Context: an optimization exercise on an open-source flow, tuned for small area, a short achievable clock period and few clock cycles per item. The choices shown serve that exercise and are no tape-out recipe.
Where RTL was checked, it was by simulation tests only, not by an equivalence proof against the original.
The RTL of run 3 was laid out without a check of its function.
No activity file was given, so power comes from the tool's default toggle rates.

===== design/flow/design.v =====
package hrnt_pkg;
  localparam int TABLE_ENTRIES_DEF = 16;
  localparam logic [31:0] CRC_POLY = 32'hEDB88320;
  localparam logic [31:0] CRC_INIT = 32'hFFFFFFFF;
  localparam logic [1:0] OP_FIND = 2'd0;
  localparam logic [1:0] OP_ADD  = 2'd1;
  localparam logic [1:0] OP_DEL  = 2'd2;
  localparam logic [1:0] ST_OK        = 2'd0;
  localparam logic [1:0] ST_NOT_FOUND = 2'd1;
  localparam logic [1:0] ST_FULL      = 2'd2;
  function automatic logic [31:0] crc_byte(input logic [31:0] crc, input logic [7:0] b);
    logic [31:0] c;
    c = crc ^ {24'd0, b};
    for (int k = 0; k < 8; k++) begin
      c = c[0] ? ((c >> 1) ^ CRC_POLY) : (c >> 1);
    end
    crc_byte = c;
  endfunction
  function automatic logic [1:0] cmp_ge_eq(input logic [31:0] a, input logic [31:0] b);
    logic [31:0] g, e;
    g = a & ~b;
    e = ~(a ^ b);
    for (int w = 1; w < 32; w = w * 2) begin
      for (int i = 0; i < 32; i += 2 * w) begin
        g[i] = g[i + w] | (e[i + w] & g[i]);
        e[i] = e[i + w] & e[i];
      end
    end
    cmp_ge_eq = {g[0] | e[0], e[0]};
  endfunction
  function automatic logic lt4(input logic [3:0] a, input logic [3:0] b);
    logic [3:0] l, e;
    l = ~a & b;
    e = ~(a ^ b);
    lt4 = l[3] | (e[3] & (l[2] | (e[2] & (l[1] | (e[1] & l[0])))));
  endfunction
  function automatic logic [4:0] inc5(input logic [4:0] a);
    inc5 = a ^ {&a[3:0], &a[2:0], &a[1:0], a[0], 1'b1};
  endfunction
  function automatic logic [4:0] dec5(input logic [4:0] a);
    dec5 = a ^ {~|a[3:0], ~|a[2:0], ~|a[1:0], ~a[0], 1'b1};
  endfunction
  function automatic logic [3:0] inc4(input logic [3:0] a);
    inc4 = a ^ {&a[2:0], &a[1:0], a[0], 1'b1};
  endfunction
  function automatic logic [3:0] dec4(input logic [3:0] a);
    dec4 = a ^ {~|a[2:0], ~|a[1:0], ~a[0], 1'b1};
  endfunction
endpackage
module hrnt_front (
  input  logic        clk,
  input  logic        rst_n,
  input  logic        in_valid,
  output logic        in_ready,
  input  logic [1:0]  in_opcode,
  input  logic [7:0]  in_key_byte,
  input  logic        in_last_byte,
  input  logic [31:0] in_node_address,
  input  logic [15:0] in_node_port,
  output logic        c_load,       
  output logic [1:0]  c_op,
  output logic [31:0] c_hash,
  output logic [31:0] c_addr,
  output logic [15:0] c_port,
  input  logic        c_free_now,   
  input  logic        c_free_next   
);
  logic        rdy_r;
  logic        bf_r;                
  logic [31:0] bh_r;
  logic [1:0]  bop_r;
  logic [31:0] ba_r;
  logic [15:0] bp_r;
  logic [31:0] sh_r;                
  logic [31:0] crc_step;
  logic        take, take_last, drain, direct, to_buf, bf_nxt;
  assign in_ready  = rdy_r;
  assign take      = in_valid && rdy_r;
  assign take_last = take && in_last_byte;
  assign drain     = bf_r && c_free_now;
  assign direct    = take_last && !bf_r && c_free_now;
  assign to_buf    = take_last && !direct;
  assign crc_step  = sh_r ^ hrnt_pkg::crc_byte(32'd0, in_key_byte);
  assign c_load = drain || direct;
  assign c_op   = bf_r ? bop_r : in_opcode;
  assign c_addr = bf_r ? ba_r  : in_node_address;
  assign c_port = bf_r ? bp_r  : in_node_port;
  assign c_hash = bf_r ? bh_r  : ~crc_step;
  assign bf_nxt = to_buf || (bf_r && !drain);
  always_ff @(posedge clk) begin
    if (!rst_n) begin
      rdy_r <= 1'b1;
      bf_r  <= 1'b0;
      sh_r  <= hrnt_pkg::crc_byte(hrnt_pkg::CRC_INIT, 8'd0);
    end else begin
      rdy_r <= !bf_nxt || c_free_next;
      bf_r  <= bf_nxt;
      if (take) begin
        sh_r <= in_last_byte ? hrnt_pkg::crc_byte(hrnt_pkg::CRC_INIT, 8'd0)
                             : hrnt_pkg::crc_byte(sh_r, 8'd0) ^
                               hrnt_pkg::crc_byte(hrnt_pkg::crc_byte(32'd0, in_key_byte), 8'd0);
      end
    end
  end
  always_ff @(posedge clk) begin
    if (to_buf) begin
      bh_r  <= ~crc_step;
      bop_r <= in_opcode;
      ba_r  <= in_node_address;
      bp_r  <= in_node_port;
    end
  end
endmodule
module hrnt_back #(
  parameter int NTAP = 4
) (
  input  logic        clk,
  input  logic        rst_n,
  input  logic        c_load,
  input  logic [1:0]  c_op,
  input  logic [31:0] c_hash,
  input  logic [31:0] c_addr,
  input  logic [15:0] c_port,
  output logic        c_free_now,
  output logic        c_free_next,
  output logic        out_valid,
  input  logic        out_ready,
  output logic [1:0]  out_status,
  output logic [31:0] out_found_address,
  output logic [15:0] out_found_port,
  output logic [31:0] out_key_hash
);
  localparam int N  = 16;
  localparam int R  = N / NTAP;    
  logic [31:0] r_hash [N];
  logic [31:0] r_addr [N];
  logic [15:0] r_port [N];
  logic        r_vld  [N];
  logic [3:0]  r_rank [N];
  logic        f_ge   [N];    
  logic        f_eq   [N];
  logic [1:0]  k_op;
  logic [31:0] k_hash;
  logic [31:0] k_addr;
  logic [15:0] k_port;
  logic [R:0]    ph_r;         
  logic          act;
  logic          fov_r;        
  logic [1:0]    y_op_r;       
  logic          ipend_r;      
  logic [3:0]    ins_rank_r;
  logic [4:0]    count_r;
  logic          fnd_r;
  logic          hacc_r, facc_r;   
  logic          hfin_r, ffin_r;   
  logic [3:0]    brank_r;
  logic        ov_r;
  logic [1:0]  os_r;
  logic [31:0] oa_r, kh_r;
  logic [15:0] op_r;
  assign out_valid         = ov_r;
  assign out_status        = os_r;
  assign out_found_address = oa_r;
  assign out_found_port    = op_r;
  assign out_key_hash      = kh_r;
  logic t_ge [NTAP];
  logic t_eq [NTAP];
  always_comb begin
    for (int j = 0; j < NTAP; j++) begin
      {t_ge[j], t_eq[j]} = hrnt_pkg::cmp_ge_eq(r_hash[j*R], k_hash);
    end
  end
  always_ff @(posedge clk) begin
    for (int i = 0; i < N; i++) begin
      if (((i + N - 1) % N) % R == 0) begin
        f_ge[i] <= t_ge[((i + N - 1) % N) / R];
        f_eq[i] <= t_eq[((i + N - 1) % N) / R];
      end else begin
        f_ge[i] <= f_ge[(i + N - 1) % N];
        f_eq[i] <= f_eq[(i + N - 1) % N];
      end
    end
  end
  logic cap, restart, capt, first;
  logic [1:0] op_c;
  assign op_c = fov_r ? y_op_r : k_op;
  assign act     = |ph_r;
  assign cap     = |ph_r[R:1];
  assign restart = (|ph_r[R-1:1]) && ov_r && !out_ready;
  assign capt    = (cap && !restart) || fov_r;
  assign first   = ph_r[1];
  logic        cd_ge [NTAP];
  logic [3:0]  cd_rk [NTAP];
  logic [3:0]  tp_rk [NTAP];
  logic        win   [NTAP];
  logic [NTAP*NTAP-1:0] pw_r, pw_nxt;   
  logic [NTAP-1:0]      lb_r, lb_nxt;   
  logic        any_win, bfound, fnd_f;
  logic [31:0] win_addr;
  logic [15:0] win_port;
  logic [3:0]  win_rank, brank_f;
  always_comb begin
    bfound = fnd_r && !first;
    for (int j = 0; j < NTAP; j++) begin
      cd_ge[j] = f_ge[(j*R + 1) % N] && r_vld[(j*R + 1) % N];
      cd_rk[j] = r_rank[(j*R + 1) % N];
      tp_rk[j] = r_rank[j*R];
    end
    for (int j = 0; j < NTAP; j++) begin
      win[j] = cd_ge[j] && (!bfound || lb_r[j]);
    end
    for (int j = 0; j < NTAP; j++) begin
      for (int i = j + 1; i < NTAP; i++) begin
        if (pw_r[j*NTAP+i]) begin
          win[i] = win[i] && !cd_ge[j];
        end else begin
          win[j] = win[j] && !cd_ge[i];
        end
      end
    end
    any_win  = 1'b0;
    win_addr = '0;
    win_port = '0;
    win_rank = '0;
    for (int j = 0; j < NTAP; j++) begin
      any_win  = any_win || win[j];
      win_addr = win_addr | ({32{win[j]}} & r_addr[(j*R + 1) % N]);
      win_port = win_port | ({16{win[j]}} & r_port[(j*R + 1) % N]);
      win_rank = win_rank | ({4{win[j]}} & cd_rk[j]);
    end
    fnd_f   = bfound || any_win;
    brank_f = any_win ? win_rank : brank_r;
    for (int j = 0; j < NTAP; j++) begin
      for (int i = 0; i < NTAP; i++) begin
        pw_nxt[j*NTAP+i] = hrnt_pkg::lt4(tp_rk[j], tp_rk[i]);
      end
      lb_nxt[j] = 1'b0;
      if ((cap || fov_r) && any_win) begin
        for (int k = 0; k < NTAP; k++) begin
          lb_nxt[j] = lb_nxt[j] || (win[k] && hrnt_pkg::lt4(tp_rk[j], cd_rk[k]));
        end
      end else begin
        lb_nxt[j] = hrnt_pkg::lt4(tp_rk[j], brank_r);
      end
    end
  end
  always_ff @(posedge clk) begin
    pw_r <= pw_nxt;
    lb_r <= lb_nxt;
  end
  always_ff @(posedge clk) begin
    if (capt) begin
      fnd_r   <= fnd_f;
      brank_r <= brank_f;
    end
  end
  logic       fin_reg, fin;
  logic [1:0] op_f;
  logic       full, do_clr, do_inc, do_dec, need_inj, inj_fin, inj_wait, inj;
  logic [3:0] ins_f;
  logic [1:0] status;
  assign fin_reg  = ph_r[R];
  assign fin      = fin_reg || fov_r;
  assign op_f     = fov_r ? y_op_r : k_op;
  assign full     = count_r[4];
  assign do_clr   = fin && hfin_r && (op_f == hrnt_pkg::OP_ADD || op_f == hrnt_pkg::OP_DEL);
  assign do_inc   = fin && (op_f == hrnt_pkg::OP_ADD) && !hfin_r && !full;
  assign do_dec   = fin && (op_f == hrnt_pkg::OP_DEL) && hfin_r;
  assign need_inj = (op_f == hrnt_pkg::OP_ADD) && (hfin_r || !full);
  assign ins_f    = ffin_r ? brank_f : count_r[3:0];
  assign inj_fin  = fin_reg && need_inj && !r_vld[N-1];
  assign inj_wait = ipend_r && !r_vld[N-1];
  assign inj      = inj_fin || inj_wait;
  always_comb begin
    case (op_f)
      hrnt_pkg::OP_FIND: status = ffin_r ? hrnt_pkg::ST_OK : hrnt_pkg::ST_NOT_FOUND;
      hrnt_pkg::OP_ADD:  status = (hfin_r || !full) ? hrnt_pkg::ST_OK : hrnt_pkg::ST_FULL;
      hrnt_pkg::OP_DEL:  status = hfin_r ? hrnt_pkg::ST_OK : hrnt_pkg::ST_NOT_FOUND;
      default:           status = hrnt_pkg::ST_NOT_FOUND;
    endcase
  end
  logic t_hit, t_fnd;
  always_comb begin
    t_hit = 1'b0;
    t_fnd = 1'b0;
    for (int j = 0; j < NTAP; j++) begin
      t_hit = t_hit || (t_eq[j] && r_vld[j*R] && !(do_clr && f_eq[j*R]));
      t_fnd = t_fnd || (t_ge[j] && r_vld[j*R] && !(do_clr && f_eq[j*R]));
    end
  end
  always_ff @(posedge clk) begin
    hfin_r <= hacc_r || t_hit;
    ffin_r <= facc_r || t_fnd;
    hacc_r <= !load && (hacc_r || t_hit);
    facc_r <= !load && (facc_r || t_fnd);
  end
  logic ovl_ok, fin_free, idle, load;
  assign idle     = !act && !ipend_r;
  assign ovl_ok   = ph_r[R-1] && !restart && (k_op != hrnt_pkg::OP_ADD);
  assign fin_free = fin_reg && (!need_inj || inj_fin);
  logic free_r;
  assign c_free_now = free_r;
  assign load       = c_load && free_r;
  logic          ipend_nxt, ov_nxt;
  logic [R:0]    ph_nxt;
  always_comb begin
    ipend_nxt = ipend_r;
    if (fin_reg) ipend_nxt = need_inj && !inj_fin;
    if (inj_wait) ipend_nxt = 1'b0;
    ph_nxt = {ph_r[R-1:0], 1'b0};
    if (restart) ph_nxt = (R+1)'(2);
    if (load)    ph_nxt = (R+1)'(1);
    ov_nxt = fin || (ov_r && !out_ready);
  end
  assign c_free_next =
      (!act && !ipend_r && !load) ||
      (fin_reg && !load && (k_op != hrnt_pkg::OP_ADD || !need_inj || inj_fin)) ||
      (inj_wait && !load) ||
      (ph_r[R-2] && !ov_r && k_op != hrnt_pkg::OP_ADD) ||
      (ph_r[R-1] && !ov_r && !load && k_op != hrnt_pkg::OP_ADD) ||
      (((ipend_r && r_vld[N-1]) || (fin_reg && need_inj && r_vld[N-1])) && !r_vld[N-2]);
  always_ff @(posedge clk) begin
    if (!rst_n) begin
      ph_r    <= '0;
      ipend_r <= 1'b0;
      free_r  <= 1'b1;
      fov_r   <= 1'b0;
      ov_r    <= 1'b0;
      count_r <= '0;
    end else begin
      ph_r    <= ph_nxt;
      ipend_r <= ipend_nxt;
      fov_r   <= load && ovl_ok;
      free_r  <= c_free_next;
      ov_r    <= ov_nxt;
      if (do_inc) begin
        count_r <= hrnt_pkg::inc5(count_r);
      end else if (do_dec) begin
        count_r <= hrnt_pkg::dec5(count_r);
      end
    end
  end
  always_ff @(posedge clk) begin
    if (load && ovl_ok) y_op_r <= k_op;
    if (fin_reg) ins_rank_r <= ins_f;
    if (load) begin
      k_op   <= c_op;
      k_hash <= c_hash;
      k_addr <= c_addr;
      k_port <= c_port;
    end
  end
  always_ff @(posedge clk) begin
    for (int i = 0; i < N; i++) begin
      if (i == 0 && inj) begin
        r_hash[0] <= k_hash;
        r_addr[0] <= k_addr;
        r_port[0] <= k_port;
      end else begin
        r_hash[i] <= r_hash[(i + N - 1) % N];
        r_addr[i] <= r_addr[(i + N - 1) % N];
        r_port[i] <= r_port[(i + N - 1) % N];
      end
    end
  end
  for (genvar i = 0; i < N; i++) begin : g_slot
    localparam int S = (i + N - 1) % N;
    logic eq, gt;
    assign eq = f_eq[S] && r_vld[S];
    assign gt = f_ge[S] && !f_eq[S] && r_vld[S];
    always_ff @(posedge clk) begin
      if (!rst_n) begin
        r_vld[i] <= 1'b0;
      end else if (i == 0 && inj) begin
        r_vld[i] <= 1'b1;
      end else begin
        r_vld[i] <= r_vld[S] && !(do_clr && eq);
      end
      if (i == 0 && inj) begin
        r_rank[i] <= inj_fin ? ins_f : ins_rank_r;
      end else if (do_inc && gt) begin
        r_rank[i] <= hrnt_pkg::inc4(r_rank[S]);
      end else if (do_dec && gt) begin
        r_rank[i] <= hrnt_pkg::dec4(r_rank[S]);
      end else begin
        r_rank[i] <= r_rank[S];
      end
    end
  end
  always_ff @(posedge clk) begin
    if (fin) begin
      os_r <= status;
    end
    if (first && !restart) begin
      kh_r <= k_hash;
    end
    if (capt && (first || any_win)) begin
      oa_r <= (op_c == hrnt_pkg::OP_FIND) ? win_addr : '0;
      op_r <= (op_c == hrnt_pkg::OP_FIND) ? win_port : '0;
    end
  end
endmodule
module hash_ring_node_table (
  input  logic         clk,
  input  logic         rst_n,
  input  logic         in_valid,
  output logic         in_ready,
  input  logic [1:0]   in_opcode,
  input  logic [7:0]   in_key_byte,
  input  logic         in_last_byte,
  input  logic [31:0]  in_node_address,
  input  logic [15:0]  in_node_port,
  output logic         out_valid,
  input  logic         out_ready,
  output logic [1:0]   out_status,
  output logic [31:0]  out_found_address,
  output logic [15:0]  out_found_port,
  output logic [31:0]  out_key_hash
);
  logic        c_load, c_free_now, c_free_next;
  logic [1:0]  c_op;
  logic [31:0] c_hash, c_addr;
  logic [15:0] c_port;
  hrnt_front u_front (
    .clk             (clk),
    .rst_n           (rst_n),
    .in_valid        (in_valid),
    .in_ready        (in_ready),
    .in_opcode       (in_opcode),
    .in_key_byte     (in_key_byte),
    .in_last_byte    (in_last_byte),
    .in_node_address (in_node_address),
    .in_node_port    (in_node_port),
    .c_load          (c_load),
    .c_op            (c_op),
    .c_hash          (c_hash),
    .c_addr          (c_addr),
    .c_port          (c_port),
    .c_free_now      (c_free_now),
    .c_free_next     (c_free_next)
  );
  hrnt_back u_back (
    .clk               (clk),
    .rst_n             (rst_n),
    .c_load            (c_load),
    .c_op              (c_op),
    .c_hash            (c_hash),
    .c_addr            (c_addr),
    .c_port            (c_port),
    .c_free_now        (c_free_now),
    .c_free_next       (c_free_next),
    .out_valid         (out_valid),
    .out_ready         (out_ready),
    .out_status        (out_status),
    .out_found_address (out_found_address),
    .out_found_port    (out_found_port),
    .out_key_hash      (out_key_hash)
  );
endmodule

===== design/flow/config.mk =====
export PLATFORM = sky130hd
export DESIGN_NAME = hash_ring_node_table
export DESIGN_NICKNAME = hash_ring_node_table
export VERILOG_FILES = /design/flow/design.v
export SDC_FILE = /design/flow/constraint.sdc
export NUM_CORES = 4
export LEC_CHECK = 0
export ABC_CLOCK_PERIOD_IN_PS = 2300
export CAP_MARGIN = 20
export CORE_MARGIN = 2
export CORE_UTILIZATION = 40
export CTS_CLUSTER_DIAMETER = 100
export CTS_CLUSTER_SIZE = 25
export PLACE_DENSITY = 0.6
export SETUP_SLACK_MARGIN = 2.5
export SLEW_MARGIN = 20
export TNS_END_PERCENT = 30

===== design/flow/constraint.sdc =====
create_clock -name core_clock -period 5.0 [get_ports {clk}]
set_input_delay 1.0000 -clock core_clock [delete_from_list [all_inputs] [get_ports {clk}]]
set_output_delay 1.0000 -clock core_clock [all_outputs]
set_load 0.01 [all_outputs]

===== design/flow/run.sh =====
#!/bin/bash
# synth_recipe.tcl (not shown) runs the flow's synth.tcl, then flattens the netlist and writes it again
# the make line also repeats each setting of config.mk as NAME=value (left out here)
make -C /OpenROAD-flow-scripts/flow DESIGN_CONFIG=/design/flow/config.mk WORK_HOME=/design/flow/orfs CLKGATE_MAP_FILE= SYNTH_SCRIPT=/design/flow/synth_recipe.tcl finish

==> key figures, run 1 <==
Clock tree
  – Clock Latency Late Sink: 0.69 ns
  – CTS buffer count: 79
  – CTS tree: done
  – Worst-path clk slew: 0.10 ns
  – Clk sinks: 1711
  – Depth of the CTS H-tree: 3
  – CTS Hold Bufs: 0
  – Maximum buffer depth of the clock tree: 3
  – Clock root buffer: clkbuf_16

STA
  – Final Hold Viols: 0
  – Total negative slack: 0 ns
  – Max_slew headroom: 33.59%
  – Worst Skew: 0.04410 ns
  – Peak Freq: 0.3805 GHz
  – Fin crit period: about 2.6 ns
  – Fin. max-slew vios: 0
  – Fin Hold WS: about 0.31 ns
  – Worst Tran Pin Value: 0.9962 ns
  – Setup violators final: 0
  – RSZ-0062 raised after global routing: true
  – Final Cycle Share: 52.56%

Setup path
  – CP Capture Type: register
  – Critical Path Source Type: input pin
  – WS Path Type: in2reg
  – CP Buf/Inv Count: 2
  – Largest delay contributor family on the critical path: buffers and inverters
  – Slowest stage cell, crit path: clkdlybuf4s50_1
  – Worst path cell trace: clkdlybuf4s50_1 > and3_4 > a21boi_4 > buf_12
  – Critical-path maximum fanout: 84
  – CP Data Required Time: approximately 5.3 ns
  – CP max stage delay: 0.79 ns
  – Crit path DAT: roughly 2.9 ns

Cells and area
  – P&R area growth vs syn: 13.50%
  – Count of non-filler cells in the finished layout: 5412
  – Layout cells sized above 1: 10.88%
  – Fillers: 11080
  – Multi-input gate area: 0.01336 sq mm
  – Flip-flop and latch area: 0.03685 sq mm
  – Nets: 4041
  – Util after Layout: about 46%

Outcome
  – Status: timing/DRC/antenna clean

Worst hold path
  – HP Class: reg2reg

Synth
  – Top cell type's share of synthesized area: 57.70%
  – Mapped Nets: 3848
  – Post-synthesis mux area share: 3.651%
  – Post-Synth XOR/XNOR Area: 3.963%
  – Synth Area in Simple Gates: 4.529%
  – Largest area contributor in the synthesized netlist: dfxtp_1
  – Mapped Cells: 3511
  – Register area share after synthesis: ~73%
  – Register bit count reported by yosys: 1711
  – Asr flop ratio synth: 0%
  – Synth cell types: 71
  – Syn Area/Cell: 14.37 sq um
  – Top-count cell post-synth: dfxtp_1
  – Yosys warning count: 15
  – Most used DFF post-synth: dfxtp_1
  – Area share of fa/ha/maj cells after synthesis: 6.796%
  – Synth top area cells: dfxtp_1 (58%), edfxtp_1 (15%), ha_1 (6.8%), mux2_2 (3.4%), xnor2_1 (2.6%)
  – Largest family of logic cells by synthesized area: adder cells
  – Post-synth top cells: dfxtp_1 (1454), ha_1 (274), edfxtp_1 (257)
  – Synthesized cell area: ~0.050 sq mm
  – EDFF count, synth: 257
  – Synth Area in Compound Gates: 6.478%

Die
  – Die height: between 300 and 400 microns
  – Die Wd: 359.1 microns
  – Num rows: 130
  – Initial Utilization: about two fifths
  – Die area: roughly 0.13 sq mm
  – Core outline area: about 0.13 sq mm
  – Io pins: 147

Route
  – Drt first-iter violations: 1458
  – Antenna-violating nets left: 0
  – Via count: 25350
  – Residual DRC count: 0
  – Via density: 4.684
  – Avg WL per Cell: 18.77 microns
  – DR pass1 iterations: 7
  – Drt total wl: 101600 microns

Global routing
  – Pin count of the biggest net entering global routing: 85
  – Total global-route track usage: 15.60%
  – GRT overflow: 0
  – Initial antenna violation count: 7
  – First-pass GRT wire length: 154500 microns
  – Vias in the first global route: approximately 25000

Placed design
  – Port buffer count: around 150
  – Routability-driven placement congestion ratio: 0.8390
  – Post-placement cell count: 5246
  – HPWL Detailed: 64700 microns

Power and ir drop
  – Power Dens Cells: between 400 and 500 mW/mm^2
  – Final Power: approximately 24000 uW
  – P_leak: between 0.02 and 0.025 uW
  – Peak VDD IR: 0.2501 mV

Job
  – Max Cap Violations: 0
## through the flow
| stage | area [sq um] | worst slack, ns |
|---|---|---|
| after global routing | 57250 | 2.361 |
| after detailed placement | 53890 | 1.252 |
| after global placement | 53890 | 1.304 |
| after CTS | 56710 | 2.236 |
| after floorplan | 50480 | 1.708 |
| final | 57260 | 2.372 |
## registers in the layout, summed over array words and instances, names as in the netlist, 5 cells and up
name            flops
u_back.f_eq        16
u_front.bh_r       32
u_back.op_r        16
u_back.f_ge        16
u_back.k_addr      32
u_back.ph_r         5
u_back.count_r      5
u_front.bp_r       16
u_back.k_hash      32
u_back.r_rank      64
u_back.r_vld       16
u_back.kh_r        32
u_front.sh_r       32
u_back.r_port     256
u_front.ba_r       32
u_back.r_hash     512
u_back.k_port      16
u_back.r_addr     512
u_back.pw_r         6
u_back.oa_r        32
## report_power, final
part	switching (uW)	internal, uW	leakage [uW]	total (uW)
clock	4170	3120	0.00113	7290
sequential	274	14300	0.0140	14500
combinational	1110	1020	0.00707	2130
total	5560	18400	0.0222	24000
## worst paths after layout
check	startpoint	to	slack [ns]	cells past startpoint
max	in_last_byte	u_front.ba_r[1]	2.37	4
max reg2reg	u_back.r_vld[9]	u_back.ins_rank_r[3]	2.49	7
min	u_back.r_hash[2][10]	u_back.r_hash[3][10]	0.31	0
min reg2reg	u_back.r_hash[2][10]	u_back.r_hash[3][10]	0.31	0
## cell usage in the layout, fill, tap and decap left out, types with 8 or more instances in the layout
master	netlist	routed
nand4_1	30	30
nor2b_1	14	14
dfxtp_1	1454	1446
o21a_1	35	34
a21oi_1	100	99
and3b_1	20	20
o21ai_0	82	78
xor2_1	48	45
edfxtp_1	257	257
nand2_1	160	156
a211oi_1	13	13
nand3_1	38	35
clkbuf_1	64	46
clkdlybuf4s50_1	0	62
buf_4	5	34
o211ai_1	18	18
nand3b_1	13	13
nand2b_1	15	14
xnor2_1	150	146
inv_1	117	111
a21o_1	13	13
mux2i_1	13	9
a21boi_0	50	46
nor2_1	84	81
a22oi_1	122	121
mux2_2	152	152
dlymetal6s2s_1	0	67
ha_1	274	272
clkbuf_16	0	81
xnor2_2	5	8
nor3_1	24	19
and2_1	18	12
a31oi_1	12	12
## worst register-to-register path, stage by stage, from the launching register on
cell and delay, ns:
dfxtp_1 0.54, nand3b_1 0.14, o2111a_1 0.20, and2_2 0.25, or4_4 0.55, buf_4 0.20, mux2i_1 0.27, a21oi_1 0.12
## per-layer routing
layer	routed length [microns]	track usage [%]	vias up
li1	-	-	12490
met3	3795	2.113	141
met4	2225	4.244	0
met1	50850	22.68	12340
met5	0	0	-
met2	44710	24.37	380
## what timing repair did
item                                    in CTS  in global routing
gates resized for setup                    111                120
endpoints found under the setup margin     537                420
cloned                                       3                  1
buffers inserted                            11                 12
pin swaps                                    8                 11
## layout make-up
type | instances | share of cell area (%)
multi-input cells | 1599 | 23.33
clock buffers | 128 | 3.846
well taps | 1650 | 3.606
diodes | 2 | 0.008741
clock inverters | 9 | 0.3016
inverters | 117 | 0.7736
flip-flops and latches | 1711 | 64.35
repair buffers | 196 | 3.780
## cell families (layout without fill, tap and decap cells)
| logic type | count (synthesis) | after routing |
|---|---|---|
| buffers and inverters | 202 | 450 |
| other | 0 | 2 |
| AND/OR/NAND/NOR | 458 | 458 |
| adder cells (fa/ha/maj) | 274 | 274 |
| XOR/XNOR | 211 | 211 |
| AO/OA/AOI/OAI | 490 | 491 |
| flip-flops | 1711 | 1711 |
| multiplexers | 165 | 165 |
Testbench counts, summed over its fixed seeds: cycles 28,572, items 2,400.
==> run 2, diff against run 1 <==
==> design/flow/flow/run.sh (new file) <==
#!/bin/bash
# The standard layout (the standard.sh: standard synthesis and ORFS on all steps), with
# one change: the buffers ORFS puts on the input and output ports are buf_4 cells instead of
# the default smallest buffer (a slow delay cell), so the port paths are not held back.
set -euo pipefail
export BUFFER_PORTS_ARGS="-buffer_cell sky130_fd_sc_hd__buf_4"
bash standard.sh > standard_flow.log 2>&1
==> design/flow/standard.sh (new file) <==
#!/bin/bash
# synth_recipe.tcl (not shown) runs the flow's synth.tcl, then flattens the netlist and writes it again
# the make line also repeats each setting of config.mk as NAME=value (left out here)
make -C /OpenROAD-flow-scripts/flow DESIGN_CONFIG=/design/flow/config.mk WORK_HOME=/design/flow/orfs CLKGATE_MAP_FILE= SYNTH_SCRIPT=/design/flow/synth_recipe.tcl "${@:-finish}"
removed: design/flow/run.sh
==> run 2 against run 1 <==
Against the previous run: still clean on timing, DRC and antenna; core utilization shrank 0.64 points; synthesized cell count is the same; sequential share of layout area grew 0.90 points; sequential power is essentially flat; routed wire length grew 1.5%; first-iteration DRC count shrank 1.7%; worst setup slack gained 0.13 ns; total power is essentially flat; sequential cell count is the same; clock power is essentially flat; count of clock-buffer cells in the layout grew 4; global-route usage grew 0.17 points; largest power group unchanged.
==> key figures, run 2 <==
Die
  – Core outline area: 0.1254 sq mm (unchanged)
  – Die area: 0.1290 sq mm (unchanged)
  – Io pins: 147 (unchanged)
  – Die height: 359.1 microns (unchanged)
  – Num rows: 130 (unchanged)
  – Die Wd: 359.1 microns (unchanged)
  – Initial Utilization: 40.23% (unchanged)

Placed design
  – HPWL Detailed: 65970 microns (was 64700 microns)
  – Routability-driven placement congestion ratio: 0.8362 (was 0.8390)
  – Port buffer count: 146 (unchanged)

Cells and area
  – Nets: 4026 (was 4041)
  – Layout cells sized above 1: 13.66% (was 10.88%)
  – Util after Layout: 45.02% (was 45.66%)
  – Commonest cells after routing, fill and taps aside: dfxtp_1 (1447), ha_1 (273), edfxtp_1 (257) (was dfxtp_1 (1446), ha_1 (272), edfxtp_1 (257))
  – Biggest regs: u_back.r_addr x512, u_back.r_hash x512, u_back.r_port x256 (unchanged)
  – Commonest non-fill, non-tap cell in the layout: dfxtp_1 (unchanged)
  – P&R area growth vs syn: 11.91% (was 13.50%)

Setup path
  – Worst path cell trace: or3b_1 > o2111a_2 > and2_2 > or4_4 > o21a_4 (was clkdlybuf4s50_1 > and3_4 > a21boi_4 > buf_12)
  – Critical Path Source Type: register (was input pin)
  – Critical-path maximum fanout: 7 (was 84)
  – CP Capture Type: register (unchanged)
  – WS Path Type: reg2reg (was in2reg)
  – Slowest stage cell, crit path: or4_4 (was clkdlybuf4s50_1)
  – Crit path DAT: 2.92 ns (was 2.94 ns)
  – CP Data Required Time: 5.42 ns (was 5.32 ns)
  – CP max stage delay: 0.65 ns (was 0.79 ns)
  – Reg2reg setup slack: 2.50 ns (was 2.49 ns)

Route
  – Antenna-violating nets left: 0 (unchanged)
  – Via count: 25310 (was 25350)
  – DR pass1 iterations: 5 (was 7)
  – Avg WL per Cell: 19.10 microns (was 18.77 microns)
  – Residual DRC count: 0 (unchanged)
  – Drt first-iter violations: 1433 (was 1458)
  – Drt total wl: 103100 microns (was 101600 microns)
  – Via density: 4.687 (was 4.684)

STA
  – Fin Hold WS: 0.2975 ns (was 0.3086 ns)
  – Fin. max-slew vios: 0 (unchanged)
  – Peak Freq: 0.4005 GHz (was 0.3805 GHz)
  – Worst Skew: 0.05227 ns (was 0.04410 ns)
  – Setup violators final: 0 (unchanged)
  – Final Cycle Share: 49.93% (was 52.56%)
  – Max_slew headroom: 27.97% (was 33.59%)
  – Fin crit period: 2.497 ns (was 2.628 ns)
  – Final Hold Viols: 0 (unchanged)
  – Total negative slack: 0 ns (unchanged)
  – Worst Tran Pin Value: 1.080 ns (was 0.9962 ns)
  – RSZ-0062 raised after global routing: true (unchanged)

Outcome
  – Status: timing/DRC/antenna clean (unchanged)

Clock tree
  – Depth of the CTS H-tree: 3 (unchanged)
  – CTS buffer count: 79 (unchanged)
  – Clock Latency Late Sink: 0.69 ns (about the same)
  – Clock root buffer: clkbuf_16 (unchanged)
  – CTS Hold Bufs: 0 (unchanged)
  – Clk sinks: 1711 (unchanged)
  – Worst-path clk slew: 0.11 ns (was 0.10 ns)
  – CTS tree: done (unchanged)
  – Maximum buffer depth of the clock tree: 3 (unchanged)

Worst hold path
  – HP Class: reg2reg (unchanged)

Power and ir drop
  – Peak VDD IR: 0.2882 mV (was 0.2501 mV)
  – Pint: 18330 uW (was 18400 uW)
  – P_leak: 0.02190 uW (was 0.02222 uW)
  – Net Sw Power: 5607 uW (was 5560 uW)
  – Switching share of total power: 23.42% (was 23.21%)
  – Seq pwr share: 60.7% (about the same)
  – Power Dens Cells: 424.0 mW/mm^2 (was 418.4 mW/mm^2)
  – Power share of the combinational group: 8.9% (about the same)
  – Clock power frac: 30.5% (was 30.4%)

Global routing
  – GRT overflow: 0 (unchanged)
  – Total global-route track usage: 15.77% (was 15.60%)
  – Initial antenna violation count: 4 (was 7)
  – Vias in the first global route: 25040 (was 25070)
  – First-pass GRT wire length: 156000 microns (was 154500 microns)
  – Pin count of the biggest net entering global routing: 85 (unchanged)

Synth
  – Mapped Nets: 3848 (unchanged)
  – Top cell type's share of synthesized area: 57.70% (unchanged)
  – Synth cell types: 71 (unchanged)
  – Register bit count reported by yosys: 1711 (unchanged)
  – Synthesized cell area: 0.05045 sq mm (unchanged)
  – Synth top area cells: dfxtp_1 (58%), edfxtp_1 (15%), ha_1 (6.8%), mux2_2 (3.4%), xnor2_1 (2.6%) (unchanged)
  – Yosys warning count: 15 (unchanged)
  – Asr flop ratio synth: 0% (unchanged)
  – EDFF count, synth: 257 (unchanged)
  – Post-synth top cells: dfxtp_1 (1454), ha_1 (274), edfxtp_1 (257) (unchanged)
  – Mapped Cells: 3511 (unchanged)
  – Most used DFF post-synth: dfxtp_1 (unchanged)
  – Largest area contributor in the synthesized netlist: dfxtp_1 (unchanged)
  – Top-count cell post-synth: dfxtp_1 (unchanged)
  – Register area share after synthesis: 73.00% (unchanged)
  – Syn Area/Cell: 14.37 sq um (unchanged)

Job
  – Max Cap Violations: 0 (unchanged)
==> run 2: changes by cell type in the layout (fill, tap and decap cells not counted), moves of 6 or more <==
cell             before  now
dlymetal6s2s_1       67    0
clkdlybuf4s50_1      62    0
clkdlybuf4s15_2       7    0
clkbuf_1             46   52
buf_4                34  168
==> run 2: critical path, delay by kind of cell (launching register included) <==
family             cells  cell delay [ns]
AOI/OAI and AO/OA      2             0.54
DFF                    1             0.37
and+or+nand+nor        3             1.29
==> run 2: cell type report <==
class	instances	area, sq um
antenna	1	2.502
clock buffer	132	2186
clock inverter	9	178.9
fill	11070	68950
inverter	117	442.9
multi-input combinational	1604	13330
sequential	1711	36840
tap	1650	2064
timing repair buffer	176	1406
==> run 2: worst paths after layout <==
| kind | startpoint | to | cells after the start |
|---|---|---|---|
| min | u_back.r_hash[7][10] | u_back.r_hash[8][10] | 0 |
| max reg2reg | u_back.lb_r[2] | u_back.oa_r[21] | 5 |
| max | u_back.lb_r[2] | u_back.oa_r[21] | 5 |
| min reg2reg | u_back.r_hash[7][10] | u_back.r_hash[8][10] | 0 |
==> run 2: cells by family after synthesis <==
kind of cell    synth area share [%]
flops                          73.00
compound gates                 6.478
simple gates                   4.529
fa+ha+maj                      6.796
xor+xnor                       3.963
buf+inv                        1.585
mux                            3.651
==> run 2: per-layer routing <==
| metal | global-route usage (%) | wire length, microns | up-vias | share of wire (%) |
|---|---|---|---|---|
| met5 | 0 | 30 | - | 0.029 |
| met4 | 3.698 | 1870 | 4 | 1.8 |
| met3 | 2.674 | 4126 | 119 | 4.0 |
| met2 | 24.41 | 45390 | 371 | 44 |
| met1 | 23.02 | 51720 | 12340 | 50 |
| li1 | - | - | 12480 | - |
==> run 2: what timing repair did <==
item,in CTS,in global routing
pin swaps,4,7
gates cloned,7,0
endpoints found under the setup margin,263,177
hold endpoints to repair,0,0
buffers inserted,5,5
resized for setup,64,36
==> run 2: power by group through the flow <==
stage | Combinational [uW] | Clock [uW] | Sequential (uW)
global placement | 2070 | 0 | 14800
detailed placement | 2110 | 0 | 14800
finish | 2130 | 7290 | 14500
global route | 2390 | 8020 | 14600
CTS | 2140 | 7540 | 14500
floorplan | 1600 | 0 | 14700
==> run 2: through the flow <==
step	instance area [sq um]	instances	worst slack, ns	total power [uW]
floorplan	50480	3511	1.708	16310
global placement	53460	5241	1.557	16910
detailed placement	53460	5241	1.543	16940
CTS	56250	5394	2.401	24200
global route	56450	5399	2.430	24970
finish	56450	5400	2.503	23940
==> run 3, diff against run 2 <==
--- a/design/flow/design.v
+++ b/design/flow/design.v
@@ -104,5 +104,5 @@
   end
   always_ff @(posedge clk) begin
-    if (to_buf) begin
+    if (!bf_r || c_free_now) begin
       bh_r  <= ~crc_step;
       bop_r <= in_opcode;
@@ -149,5 +149,4 @@
   logic [1:0]    y_op_r;       
   logic          ipend_r;      
-  logic [3:0]    ins_rank_r;
   logic [4:0]    count_r;
   logic          fnd_r;
@@ -257,6 +256,6 @@
   logic       fin_reg, fin;
   logic [1:0] op_f;
-  logic       full, do_clr, do_inc, do_dec, need_inj, inj_fin, inj_wait, inj;
-  logic [3:0] ins_f;
+  logic       full, do_clr, do_inc, do_dec, need_inj, inj_wait, inj;
+  logic [3:0] ins_rank;
   logic [1:0] status;
   assign fin_reg  = ph_r[R];
@@ -268,8 +267,9 @@
   assign do_dec   = fin && (op_f == hrnt_pkg::OP_DEL) && hfin_r;
   assign need_inj = (op_f == hrnt_pkg::OP_ADD) && (hfin_r || !full);
-  assign ins_f    = ffin_r ? brank_f : count_r[3:0];
-  assign inj_fin  = fin_reg && need_inj && !r_vld[N-1];
+  logic [4:0] count_dec;
+  assign count_dec = hrnt_pkg::dec5(count_r);
+  assign ins_rank  = fnd_r ? brank_r : count_dec[3:0];
   assign inj_wait = ipend_r && !r_vld[N-1];
-  assign inj      = inj_fin || inj_wait;
+  assign inj      = inj_wait;
   always_comb begin
     case (op_f)
@@ -298,5 +298,5 @@
   assign idle     = !act && !ipend_r;
   assign ovl_ok   = ph_r[R-1] && !restart && (k_op != hrnt_pkg::OP_ADD);
-  assign fin_free = fin_reg && (!need_inj || inj_fin);
+  assign fin_free = fin_reg && !need_inj;
   logic free_r;
   assign c_free_now = free_r;
@@ -306,5 +306,5 @@
   always_comb begin
     ipend_nxt = ipend_r;
-    if (fin_reg) ipend_nxt = need_inj && !inj_fin;
+    if (fin_reg) ipend_nxt = need_inj;
     if (inj_wait) ipend_nxt = 1'b0;
     ph_nxt = {ph_r[R-1:0], 1'b0};
@@ -315,9 +315,9 @@
   assign c_free_next =
       (!act && !ipend_r && !load) ||
-      (fin_reg && !load && (k_op != hrnt_pkg::OP_ADD || !need_inj || inj_fin)) ||
+      (fin_reg && !load && !need_inj) ||
       (inj_wait && !load) ||
       (ph_r[R-2] && !ov_r && k_op != hrnt_pkg::OP_ADD) ||
       (ph_r[R-1] && !ov_r && !load && k_op != hrnt_pkg::OP_ADD) ||
-      (((ipend_r && r_vld[N-1]) || (fin_reg && need_inj && r_vld[N-1])) && !r_vld[N-2]);
+      (((ipend_r && r_vld[N-1]) || (fin_reg && need_inj)) && !r_vld[N-2]);
   always_ff @(posedge clk) begin
     if (!rst_n) begin
@@ -343,5 +343,4 @@
   always_ff @(posedge clk) begin
     if (load && ovl_ok) y_op_r <= k_op;
-    if (fin_reg) ins_rank_r <= ins_f;
     if (load) begin
       k_op   <= c_op;
@@ -378,5 +377,5 @@
       end
       if (i == 0 && inj) begin
-        r_rank[i] <= inj_fin ? ins_f : ins_rank_r;
+        r_rank[i] <= ins_rank;
       end else if (do_inc && gt) begin
         r_rank[i] <= hrnt_pkg::inc4(r_rank[S]);
==> design/flow/run.sh (new file) <==
#!/bin/bash
# synth_recipe.tcl (not shown) runs the flow's synth.tcl, then flattens the netlist and writes it again
# the make line also repeats each setting of config.mk as NAME=value (left out here)
make -C /OpenROAD-flow-scripts/flow DESIGN_CONFIG=/design/flow/config.mk WORK_HOME=/design/flow/orfs CLKGATE_MAP_FILE= SYNTH_SCRIPT=/design/flow/synth_recipe.tcl finish
--- a/design/flow/config.mk
+++ b/design/flow/config.mk
@@ -13,5 +13,5 @@
 export CTS_CLUSTER_SIZE = 25
 export PLACE_DENSITY = 0.6
-export SETUP_SLACK_MARGIN = 2.5
+export SETUP_SLACK_MARGIN = 2.7
 export SLEW_MARGIN = 20
 export TNS_END_PERCENT = 30
removed: design/flow/flow/run.sh
removed: design/flow/standard.sh
==> run 3 against run 2 <==
Against the previous run: clock power shrank 0.5%; via count shrank 0.66%; worst hold slack better by 0.0084 ns; still clean; sequential power about the same; total power decreased by 1.2%; largest power group unchanged; die area shrank 0.89%; final cell count is 0.59% lower; sequential cell count is 4 lower.
==> key figures, run 3 <==
Route
  – Avg WL per Cell: 18.99 microns (was 19.10 microns)
  – Via density: 4.683 (was 4.687)
  – Drt total wl: 101900 microns (was 103100 microns)
  – Via count: 25140 (was 25310)
  – DR pass1 iterations: 5 (unchanged)
  – Drt first-iter violations: 1445 (was 1433)
  – Residual DRC count: 0 (unchanged)
  – Antenna-violating nets left: 0 (unchanged)

Clock tree
  – Depth of the CTS H-tree: 3 (unchanged)
  – CTS buffer count: 79 (unchanged)
  – Clk sinks: 1707 (was 1711)
  – Worst-path clk slew: 0.10 ns (was 0.11 ns)
  – Clock Latency Late Sink: 0.68 ns (was 0.69 ns)
  – Maximum buffer depth of the clock tree: 3 (unchanged)
  – CTS tree: done (unchanged)
  – CTS Hold Bufs: 0 (unchanged)
  – Clock root buffer: clkbuf_16 (unchanged)

Cells and area
  – P&R area growth vs syn: 13.92% (was 11.91%)
  – Final instance area: 0.05695 sq mm (was 0.05645 sq mm)
  – Biggest regs: u_back.r_addr x512, u_back.r_hash x512, u_back.r_port x256 (unchanged)
  – Nets: 4016 (was 4026)
  – Commonest cells after routing, fill and taps aside: dfxtp_1 (1447), ha_1 (273), edfxtp_1 (253) (was dfxtp_1 (1447), ha_1 (273), edfxtp_1 (257))
  – Layout cells sized above 1: 14.53% (was 13.66%)
  – Commonest non-fill, non-tap cell in the layout: dfxtp_1 (unchanged)
  – Fillers: 10860 (was 11070)

Global routing
  – Initial antenna violation count: 5 (was 4)
  – Pin count of the biggest net entering global routing: 58 (was 85)
  – First-pass GRT wire length: 153200 microns (was 156000 microns)
  – Vias in the first global route: 24880 (was 25040)
  – Total global-route track usage: 15.82% (was 15.77%)
  – GRT overflow: 0 (unchanged)

Synth
  – Top cell type's share of synthesized area: 58.22% (was 57.70%)
  – Synth top area cells: dfxtp_1 (58%), edfxtp_1 (15%), ha_1 (7.0%), mux2_2 (3.6%), xnor2_1 (2.8%) (was dfxtp_1 (58%), edfxtp_1 (15%), ha_1 (6.8%), mux2_2 (3.4%), xnor2_1 (2.6%))
  – Syn Area/Cell: 14.51 sq um (was 14.37 sq um)
  – Top-count cell post-synth: dfxtp_1 (unchanged)
  – Register bit count reported by yosys: 1707 (was 1711)
  – Synth Area in Compound Gates: 6.219% (was 6.478%)
  – Yosys warning count: 15 (unchanged)
  – EDFF count, synth: 253 (was 257)
  – Post-synthesis mux area share: 4.007% (was 3.651%)
  – Mapped Cells: 3445 (was 3511)
  – Post-Synth XOR/XNOR Area: 4.069% (was 3.963%)
  – Register area share after synthesis: 73.42% (was 73.00%)
  – Synth cell types: 58 (was 71)
  – Synth Area in Simple Gates: 3.774% (was 4.529%)
  – Most used DFF post-synth: dfxtp_1 (unchanged)
  – Largest area contributor in the synthesized netlist: dfxtp_1 (unchanged)
  – Post-synth top cells: dfxtp_1 (1454), ha_1 (278), edfxtp_1 (253) (was dfxtp_1 (1454), ha_1 (274), edfxtp_1 (257))
  – Largest family of logic cells by synthesized area: adder cells (unchanged)
  – Synthesized cell area: 0.05000 sq mm (was 0.05045 sq mm)
  – Mapped Nets: 3786 (was 3848)
  – Area share of fa/ha/maj cells after synthesis: 6.957% (was 6.796%)
  – Asr flop ratio synth: 0% (unchanged)

Setup path
  – Worst path cell trace: inv_2 > ha_4 > a21oi_2 > o21ai_2 > a221o_1 > a2111o_1 > a221oi_2 > a41oi_1 (was or3b_1 > o2111a_2 > and2_2 > or4_4 > o21a_4)
  – Critical Path Source Type: register (unchanged)
  – WS Path Type: reg2reg (unchanged)
  – CP Capture Type: register (unchanged)
  – Slowest stage cell, crit path: edfxtp_1 (was or4_4)
  – CP max stage delay: 0.54 ns (was 0.65 ns)
  – Crit path DAT: 3.10 ns (was 2.92 ns)
  – CP Data Required Time: 5.51 ns (was 5.42 ns)
  – Critical-path maximum fanout: 3 (was 7)

Die
  – Io pins: 147 (unchanged)
  – Initial Utilization: 40.38% (was 40.23%)
  – Die height: 357.5 microns (was 359.1 microns)
  – Die area: 0.1278 sq mm (was 0.1290 sq mm)
  – Core outline area: 0.1238 sq mm (was 0.1254 sq mm)
  – Die Wd: 357.5 microns (was 359.1 microns)
  – Num rows: 129 (was 130)

STA
  – Final Hold Viols: 0 (unchanged)
  – Fin crit period: 2.591 ns (was 2.497 ns)
  – Worst Skew: 0.03676 ns (was 0.05227 ns)
  – Fin Hold WS: 0.3059 ns (was 0.2975 ns)
  – Peak Freq: 0.3859 GHz (was 0.4005 GHz)
  – Final Cycle Share: 51.82% (was 49.93%)
  – Fin. max-slew vios: 0 (unchanged)
  – RSZ-0062 raised after global routing: true (unchanged)
  – Max_slew headroom: 31.59% (was 27.97%)
  – Total negative slack: 0 ns (unchanged)
  – Setup violators final: 0 (unchanged)
  – Worst Tran Pin Value: 1.026 ns (was 1.080 ns)

Power and ir drop
  – P_leak: 0.02274 uW (was 0.02190 uW)
  – Final Power: 23640 uW (was 23940 uW)
  – Power Dens Cells: 415.2 mW/mm^2 (was 424.0 mW/mm^2)
  – Peak VDD IR: 0.2298 mV (was 0.2882 mV)

Outcome
  – Status: timing/DRC/antenna clean (unchanged)

Placed design
  – Routability-driven placement congestion ratio: 0.8110 (was 0.8362)
  – Dpl cell area: 0.05352 sq mm (was 0.05346 sq mm)
  – HPWL Detailed: 63810 microns (was 65970 microns)
  – Port buffer count: 146 (unchanged)

Worst hold path
  – HP Class: reg2reg (unchanged)

Job
  – Max Cap Violations: 0 (unchanged)
[run 3: kinds of logic (layout without fill, tap and decap cells)]
family	count (synthesis)	after routing
compound gates	487	489
other cells	0	1
xor+xnor	216	216
buf+inv	202	484
fa+ha+maj	278	278
mux	180	180
flops	1707	1707
simple gates	375	376
[run 3: timing repair]
| action | in CTS | in global routing |
|---|---|---|
| pin swaps | 33 | 35 |
| buffers inserted | 40 | 23 |
| endpoints found under the setup margin | 470 | 398 |
| cloned | 4 | 1 |
| gates resized for setup | 390 | 83 |
[run 3: layout make-up]
cell class	instances	area, sq um	share of cell area, %
clock buffer	127	2188	3.842
timing repair buffer	230	2014	3.537
antenna	1	2.502	0.004394
sequential	1707	36720	64.48
clock inverter	9	136.4	0.2395
tap	1637	2048	3.596
multi-input combinational	1539	13390	23.51
inverter	118	447.9	0.7865
[run 3: report_power, final]
part | switching [uW] | internal [uW]
Clock | 4160 | 3090
Sequential | 266 | 14300
Combinational | 907 | 913
Total | 5340 | 18300
[run 3: final timing paths]
kind                              start               endpoint  slack (ns)  cells past startpoint
setup / recovery      u_back.k_hash[19]          u_back.facc_r        2.41                      8
hold / removal    u_back.r_hash[13][13]  u_back.r_hash[14][13]        0.31                      0
setup reg to reg      u_back.k_hash[19]          u_back.facc_r        2.41                      8
hold reg to reg   u_back.r_hash[13][13]  u_back.r_hash[14][13]        0.31                      0
[run 3: through the flow]
step | cells | worst slack, ns | utilization, %
final | 5368 | 2.409 | 46.01
after global routing | 5367 | 2.294 | 46.00
after CTS | 5343 | 2.407 | 45.61
after detailed placement | 5163 | 1.340 | 43.23
after global placement | 5163 | 1.384 | 43.23
after floorplan | 3445 | 2.437 | -
[run 3: metal layers]
| layer | part of all wire, % | global-route usage, % | vias up |
|---|---|---|---|
| met4 | 2.1 | 4.143 | 8 |
| met1 | 50 | 22.80 | 12320 |
| met2 | 44 | 24.58 | 350 |
| met3 | 4.1 | 2.774 | 126 |
| met5 | 0.048 | 0 | - |
| li1 | - | - | 12340 |
[run 3: critical path: cells and delay by family (launching register included)]
family | cells | cell delay [ns]
adders and majority gates | 1 | 0.22
AOI/OAI and AO/OA | 6 | 1.52
DFF | 1 | 0.54
buffers and inverters | 1 | 0.15
==> run 4, diff against run 3 <==
--- a/design/flow/design.v
+++ b/design/flow/design.v
@@ -146,4 +146,6 @@
   logic [R:0]    ph_r;         
   logic          act;
+  logic [R:0]    ph_nxt;
+  logic          full, do_clr, do_inc, do_dec, need_inj, inj_wait, inj;
   logic          fov_r;        
   logic [1:0]    y_op_r;       
@@ -189,11 +191,10 @@
   assign capt    = (cap && !restart) || fov_r;
   assign first   = ph_r[1];
-  logic        cd_ge [NTAP];
   logic [3:0]  cd_rk [NTAP];
   logic [3:0]  tp_rk [NTAP];
-  logic        win   [NTAP];
-  logic [NTAP*NTAP-1:0] pw_r, pw_nxt;   
-  logic [NTAP-1:0]      lb_r, lb_nxt;   
-  logic        any_win, bfound, fnd_f;
+  logic [NTAP-1:0] win_r, win_nxt;
+  logic        tp_ge [NTAP];
+  logic        lb    [NTAP];
+  logic        any_win, bfound, fnd_f, bf_after;
   logic [31:0] win_addr;
   logic [15:0] win_port;
@@ -202,49 +203,36 @@
     bfound = fnd_r && !first;
     for (int j = 0; j < NTAP; j++) begin
-      cd_ge[j] = f_ge[(j*R + 1) % N] && r_vld[(j*R + 1) % N];
       cd_rk[j] = r_rank[(j*R + 1) % N];
       tp_rk[j] = r_rank[j*R];
     end
-    for (int j = 0; j < NTAP; j++) begin
-      win[j] = cd_ge[j] && (!bfound || lb_r[j]);
-    end
-    for (int j = 0; j < NTAP; j++) begin
-      for (int i = j + 1; i < NTAP; i++) begin
-        if (pw_r[j*NTAP+i]) begin
-          win[i] = win[i] && !cd_ge[j];
-        end else begin
-          win[j] = win[j] && !cd_ge[i];
-        end
-      end
-    end
-    any_win  = 1'b0;
+    any_win  = |win_r;
     win_addr = '0;
     win_port = '0;
     win_rank = '0;
     for (int j = 0; j < NTAP; j++) begin
-      any_win  = any_win || win[j];
-      win_addr = win_addr | ({32{win[j]}} & r_addr[(j*R + 1) % N]);
-      win_port = win_port | ({16{win[j]}} & r_port[(j*R + 1) % N]);
-      win_rank = win_rank | ({4{win[j]}} & cd_rk[j]);
+      win_addr = win_addr | ({32{win_r[j]}} & r_addr[(j*R + 1) % N]);
+      win_port = win_port | ({16{win_r[j]}} & r_port[(j*R + 1) % N]);
+      win_rank = win_rank | ({4{win_r[j]}} & cd_rk[j]);
     end
     fnd_f   = bfound || any_win;
     brank_f = any_win ? win_rank : brank_r;
+    bf_after = !ph_nxt[1] && fnd_f;
     for (int j = 0; j < NTAP; j++) begin
-      for (int i = 0; i < NTAP; i++) begin
-        pw_nxt[j*NTAP+i] = hrnt_pkg::lt4(tp_rk[j], tp_rk[i]);
-      end
-      lb_nxt[j] = 1'b0;
-      if ((cap || fov_r) && any_win) begin
-        for (int k = 0; k < NTAP; k++) begin
-          lb_nxt[j] = lb_nxt[j] || (win[k] && hrnt_pkg::lt4(tp_rk[j], cd_rk[k]));
+      tp_ge[j] = t_ge[j] && r_vld[j*R] && !(do_clr && f_eq[j*R]);
+      lb[j]    = hrnt_pkg::lt4(tp_rk[j], brank_f);
+      win_nxt[j] = tp_ge[j] && (!bf_after || lb[j]);
+    end
+    for (int j = 0; j < NTAP; j++) begin
+      for (int i = j + 1; i < NTAP; i++) begin
+        if (hrnt_pkg::lt4(tp_rk[j], tp_rk[i])) begin
+          win_nxt[i] = win_nxt[i] && !tp_ge[j];
+        end else begin
+          win_nxt[j] = win_nxt[j] && !tp_ge[i];
         end
-      end else begin
-        lb_nxt[j] = hrnt_pkg::lt4(tp_rk[j], brank_r);
       end
     end
   end
   always_ff @(posedge clk) begin
-    pw_r <= pw_nxt;
-    lb_r <= lb_nxt;
+    win_r <= win_nxt;
   end
   always_ff @(posedge clk) begin
@@ -256,5 +244,4 @@
   logic       fin_reg, fin;
   logic [1:0] op_f;
-  logic       full, do_clr, do_inc, do_dec, need_inj, inj_wait, inj;
   logic [3:0] ins_rank;
   logic [1:0] status;
@@ -303,5 +290,4 @@
   assign load       = c_load && free_r;
   logic          ipend_nxt, ov_nxt;
-  logic [R:0]    ph_nxt;
   always_comb begin
     ipend_nxt = ipend_r;
==> design/flow/flow/run.sh (new file) <==
#!/bin/bash
# The standard layout (the standard.sh: standard synthesis and ORFS on all steps), with
# one change: the buffers ORFS puts on the input and output ports are buf_4 cells instead of
# the default smallest buffer (a slow delay cell), so the port paths are not held back.
set -euo pipefail
export BUFFER_PORTS_ARGS="-buffer_cell sky130_fd_sc_hd__buf_4"
bash standard.sh > standard_flow.log 2>&1
==> design/flow/standard.sh (new file) <==
#!/bin/bash
# synth_recipe.tcl (not shown) runs the flow's synth.tcl, then flattens the netlist and writes it again
# the make line also repeats each setting of config.mk as NAME=value (left out here)
make -C /OpenROAD-flow-scripts/flow DESIGN_CONFIG=/design/flow/config.mk WORK_HOME=/design/flow/orfs CLKGATE_MAP_FILE= SYNTH_SCRIPT=/design/flow/synth_recipe.tcl "${@:-finish}"
removed: design/flow/run.sh
==> run 4 against run 3 <==
Against the previous run: still clean; routed wire length shrank 5.8%; total power is 1.7% higher; non-clock buffer count is 35 lower; sequential power about the same; first-iteration DRC count rose by 0.69%; worst setup slack lost 0.078 ns; global-route usage shrank 0.68 points; synthesized cell count down 3.4%; final cell count down 3.0%; sequential cell count shrank 6; cell area decreased by 2.9%; area after synthesis shrank 2.0%; highest routed layer unchanged.
==> key figures, run 4 <==
Outcome
  – Status: timing/DRC/antenna clean (unchanged)

Global routing
  – Most crowded layer after global routing: met2 (unchanged)
  – Met2 Usage GRT: 23.10% (was 24.58%)
  – Global-route track usage on met1: 22.56% (was 22.80%)
  – Initial antenna violation count: 1 (was 5)
  – First-pass GRT wire length: 145700 microns (was 153200 microns)
  – Total global-route track usage: 15.14% (was 15.82%)
  – Vias in the first global route: 23420 (was 24880)
  – Pin count of the biggest net entering global routing: 56 (was 58)
  – GRT overflow: 0 (unchanged)
  – Met3 global-route usage: 2.351% (was 2.774%)

Setup path
  – Reg2reg setup slack: 2.33 ns (was 2.41 ns)
  – Slowest stage cell, crit path: nor4_4 (was edfxtp_1)
  – WS Path Type: reg2reg (unchanged)
  – Crit Reg-Reg Endpoint: u_back.win_r[0] (was u_back.facc_r)
  – Critical Path Source Type: register (unchanged)
  – CP Capture Type: register (unchanged)
  – CP Data Required Time: 5.57 ns (was 5.51 ns)
  – Critical Path Sink: u_back.win_r[0] (was u_back.facc_r)
  – Cells on worst reg2reg path: 9 (was 8)
  – Worst Setup SP: u_back.k_hash[19] (unchanged)
  – Worst r2r src: u_back.k_hash[19] (unchanged)
  – Crit path DAT: 3.24 ns (was 3.10 ns)
  – CP max stage delay: 0.49 ns (was 0.54 ns)
  – Worst path cell trace: inv_2 > buf_4 > ha_4 > nand4_1 > nor4_4 > inv_1 > o22ai_4 > o21ai_4 > nor4_2 (was inv_2 > ha_4 > a21oi_2 > o21ai_2 > a221o_1 > a2111o_1 > a221oi_2 > a41oi_1)
  – Critical-path maximum fanout: 5 (was 3)

Die
  – Num rows: 128 (was 129)
  – Die area: 0.1253 sq mm (was 0.1278 sq mm)
  – Die Wd: 354.0 microns (was 357.5 microns)
  – Core outline area: 0.1217 sq mm (was 0.1238 sq mm)
  – Io pins: 147 (unchanged)
  – Initial Utilization: 40.25% (was 40.38%)
  – Die height: 354.0 microns (was 357.5 microns)

Route
  – Antenna-violating nets left: 0 (unchanged)
  – Via count: 23890 (was 25140)
  – Drt first-iter violations: 1455 (was 1445)
  – Avg WL per Cell: 18.44 microns (was 18.99 microns)
  – Drt total wl: 96020 microns (was 101900 microns)
  – Via density: 4.588 (was 4.683)
  – Residual DRC count: 0 (unchanged)
  – DR pass1 iterations: 6 (was 5)

Clock tree
  – Clock Latency Late Sink: 0.69 ns (was 0.68 ns)
  – Worst-path clk slew: 0.10 ns (about the same)
  – Depth of the CTS H-tree: 3 (unchanged)
  – Clock root buffer: clkbuf_16 (unchanged)
  – Clk sinks: 1701 (was 1707)
  – CTS buffer count: 80 (was 79)
  – Maximum buffer depth of the clock tree: 3 (unchanged)
  – CTS tree: done (unchanged)

Synth
  – Mapped Cells: 3328 (was 3445)
  – Register area share after synthesis: 74.68% (was 73.42%)
  – Syn Area/Cell: 14.72 sq um (was 14.51 sq um)
  – Register bit count reported by yosys: 1701 (was 1707)
  – Mapped Nets: 3621 (was 3786)
  – Post-synth top cells: dfxtp_1 (1448), edfxtp_1 (253), ha_1 (230) (was dfxtp_1 (1454), ha_1 (278), edfxtp_1 (253))
  – Synth cell types: 66 (was 58)
  – Synth top area cells: dfxtp_1 (59%), edfxtp_1 (16%), ha_1 (5.9%), mux2_2 (3.7%), xnor2_1 (2.7%) (was dfxtp_1 (58%), edfxtp_1 (15%), ha_1 (7.0%), mux2_2 (3.6%), xnor2_1 (2.8%))
  – EDFF count, synth: 253 (unchanged)
  – Most used DFF post-synth: dfxtp_1 (unchanged)
  – Yosys warning count: 15 (unchanged)
  – Top-count cell post-synth: dfxtp_1 (unchanged)
  – Asr flop ratio synth: 0% (unchanged)
  – Largest area contributor in the synthesized netlist: dfxtp_1 (unchanged)
  – Synthesized cell area: 0.04899 sq mm (was 0.05000 sq mm)
  – Top cell type's share of synthesized area: 59.17% (was 58.22%)

Cells and area
  – Flip-flop and latch area: 0.03660 sq mm (was 0.03672 sq mm)
  – Commonest non-fill, non-tap cell in the layout: dfxtp_1 (unchanged)
  – Commonest cells after routing, fill and taps aside: dfxtp_1 (1438), edfxtp_1 (253), ha_1 (222) (was dfxtp_1 (1447), ha_1 (273), edfxtp_1 (253))
  – Layout cells sized above 1: 16.82% (was 14.53%)
  – Nets: 3816 (was 4016)
  – Fillers: 10800 (was 10860)
  – Biggest regs: u_back.r_addr x512, u_back.r_hash x512, u_back.r_port x256 (unchanged)
  – Multi-input gate area: 0.01229 sq mm (was 0.01339 sq mm)
  – P&R area growth vs syn: 12.94% (was 13.92%)

STA
  – Final Hold Viols: 0 (unchanged)
  – Max_slew headroom: 40.86% (was 31.59%)
  – Worst Skew: 0.04805 ns (was 0.03676 ns)
  – Peak Freq: 0.3747 GHz (was 0.3859 GHz)
  – Final WS setup: 2.331 ns (was 2.409 ns)
  – Final Cycle Share: 53.38% (was 51.82%)
  – Fin. max-slew vios: 0 (unchanged)
  – Worst Tran Pin Value: 0.8871 ns (was 1.026 ns)
  – RSZ-0062 raised after global routing: true (unchanged)
  – Setup violators final: 0 (unchanged)
  – Fin crit period: 2.669 ns (was 2.591 ns)
  – Total negative slack: 0 ns (unchanged)

Power and ir drop
  – Peak VDD IR: 0.3054 mV (was 0.2298 mV)
  – P_leak: 0.02172 uW (was 0.02274 uW)
  – Power Dens Cells: 434.5 mW/mm^2 (was 415.2 mW/mm^2)
  – Final Power: 24040 uW (was 23640 uW)

Placed design
  – HPWL Detailed: 62170 microns (was 63810 microns)
  – Port buffer count: 146 (unchanged)
  – Routability-driven placement congestion ratio: 0.8369 (was 0.8110)
  – Setup WS pre-CTS: 1.692 ns (was 1.340 ns)

Worst hold path
  – Hold-critical path depth: 0 (unchanged)
  – HP Class: reg2reg (unchanged)

Job
  – Max Cap Violations: 0 (unchanged)
## run 4: worst min-delay path by stage
stage	start	end
after floorplan	u_back.r_addr[10][0]	u_back.r_addr[11][0]
after global placement	u_back.r_hash[9][18]	u_back.r_hash[10][18]
after detailed placement	u_back.r_hash[1][22]	u_back.r_hash[2][22]
after CTS	u_back.r_addr[7][3]	u_back.r_addr[8][3]
after global routing	u_back.r_addr[8][22]	u_back.r_addr[9][22]
final	u_back.r_addr[10][29]	u_back.r_addr[11][29]
## run 4: metal layers
metal / routed length [microns] / vias up
met5: 8 / -
met2: 41640 / 385
met3: 3757 / 115
met4: 1858 / 2
li1: - / 11810
met1: 48750 / 11570
## run 4: area by class of cell
class | instances | share of cell area, %
Antenna cell | 1 | 0.004523
Timing Repair Buffer | 195 | 2.827
Inverter | 114 | 0.7802
Multi-Input combinational cell | 1431 | 22.21
Clock inverter | 10 | 0.3641
Clock buffer | 129 | 3.989
Tap cell | 1625 | 3.675
Sequential cell | 1701 | 66.15
## run 4: logic make-up (layout without fill, tap and decap cells)
| group | after synthesis | count (layout) | synth area share, % |
|---|---|---|---|
| flip-flops | 1701 | 1701 | 74.68 |
| AO/OA/AOI/OAI | 441 | 441 | 6.028 |
| AND/OR/NAND/NOR | 377 | 378 | 3.635 |
| adder cells (fa/ha/maj) | 230 | 230 | 5.875 |
| XOR/XNOR | 209 | 209 | 4.176 |
| buffers and inverters | 197 | 448 | 1.658 |
| multiplexers | 173 | 173 | 3.946 |
| other | 0 | 1 | 0 |
## run 4: timing repair
item / in CTS / in global routing
endpoints found under the setup margin: 156 / 159
setup buffers: 17 / 16
pin swaps: 19 / 37
hold buffers: 0 / 0
gates cloned: 0 / 1
endpoints found under the hold margin: 0 / 0
resized for setup: 90 / 80
## run 4: metrics by stage
step           util [%]  area (sq um)  hold slack [ns]  instances
4_1_cts           45.03         54810           0.3055       5188
3_3_place_gp      42.66         51920           0.3096       5032
6_report          45.45         55330           0.3086       5206
3_5_place_dp      42.66         51920           0.3121       5032
2_1_floorplan         -         49020           0.3096       3328
5_1_grt           45.45         55320           0.3079       5205
## run 4: where the power goes
group          internal (uW)  switching, uW
sequential             14300            261
clock                   3180           4180
combinational            965           1150
## run 4: critical path: cells and delay by family (launching register included)
family / cells / cell delay [ns]
AO/OA/AOI/OAI: 2 / 0.40
adder cells (fa/ha/maj): 1 / 0.26
buffers and inverters: 3 / 0.38
flip-flops: 1 / 0.46
AND/OR/NAND/NOR: 3 / 1.06
Testbench counts of run 4, summed over its fixed seeds: cycles 28,659, items 2,400.

## afterwards: timing with drivers on the ports
The flow's constraints put no driver on any port. The routed layouts listed below were extracted and timed again, unchanged, in two steps. Step 1, drivers: a clkbuf_16 drives clk and a buf_2 each remaining input, both assumed. Step 2, shift: input delay + t, output delay - t, t = (earliest + latest rising clock arrival at the registers) / 2. This alone moves slack from input paths to output paths. a / b / c = ideal / step 1 / step 2; a / b = the first two.
| run | t, ns | slack for setup (ns) | worst setup path at the end |
|---|---|---|---|
| run 1 | 0.741 | 2.372 / 2.392 / 1.669 | input to register |
| run 2 | 0.736 | 2.503 / 2.503 / 1.919 | input to register |
| run 3 | 0.730 | 2.409 / 2.409 / 1.851 | input to register |
| run 4 | 0.740 | 2.331 / 2.331 / 1.931 | input to register |
After both steps every run listed still meets setup and hold. The setup slack of run 1, which loses most, moves by +0.020 ns with the drivers and by -0.703 ns with both steps.
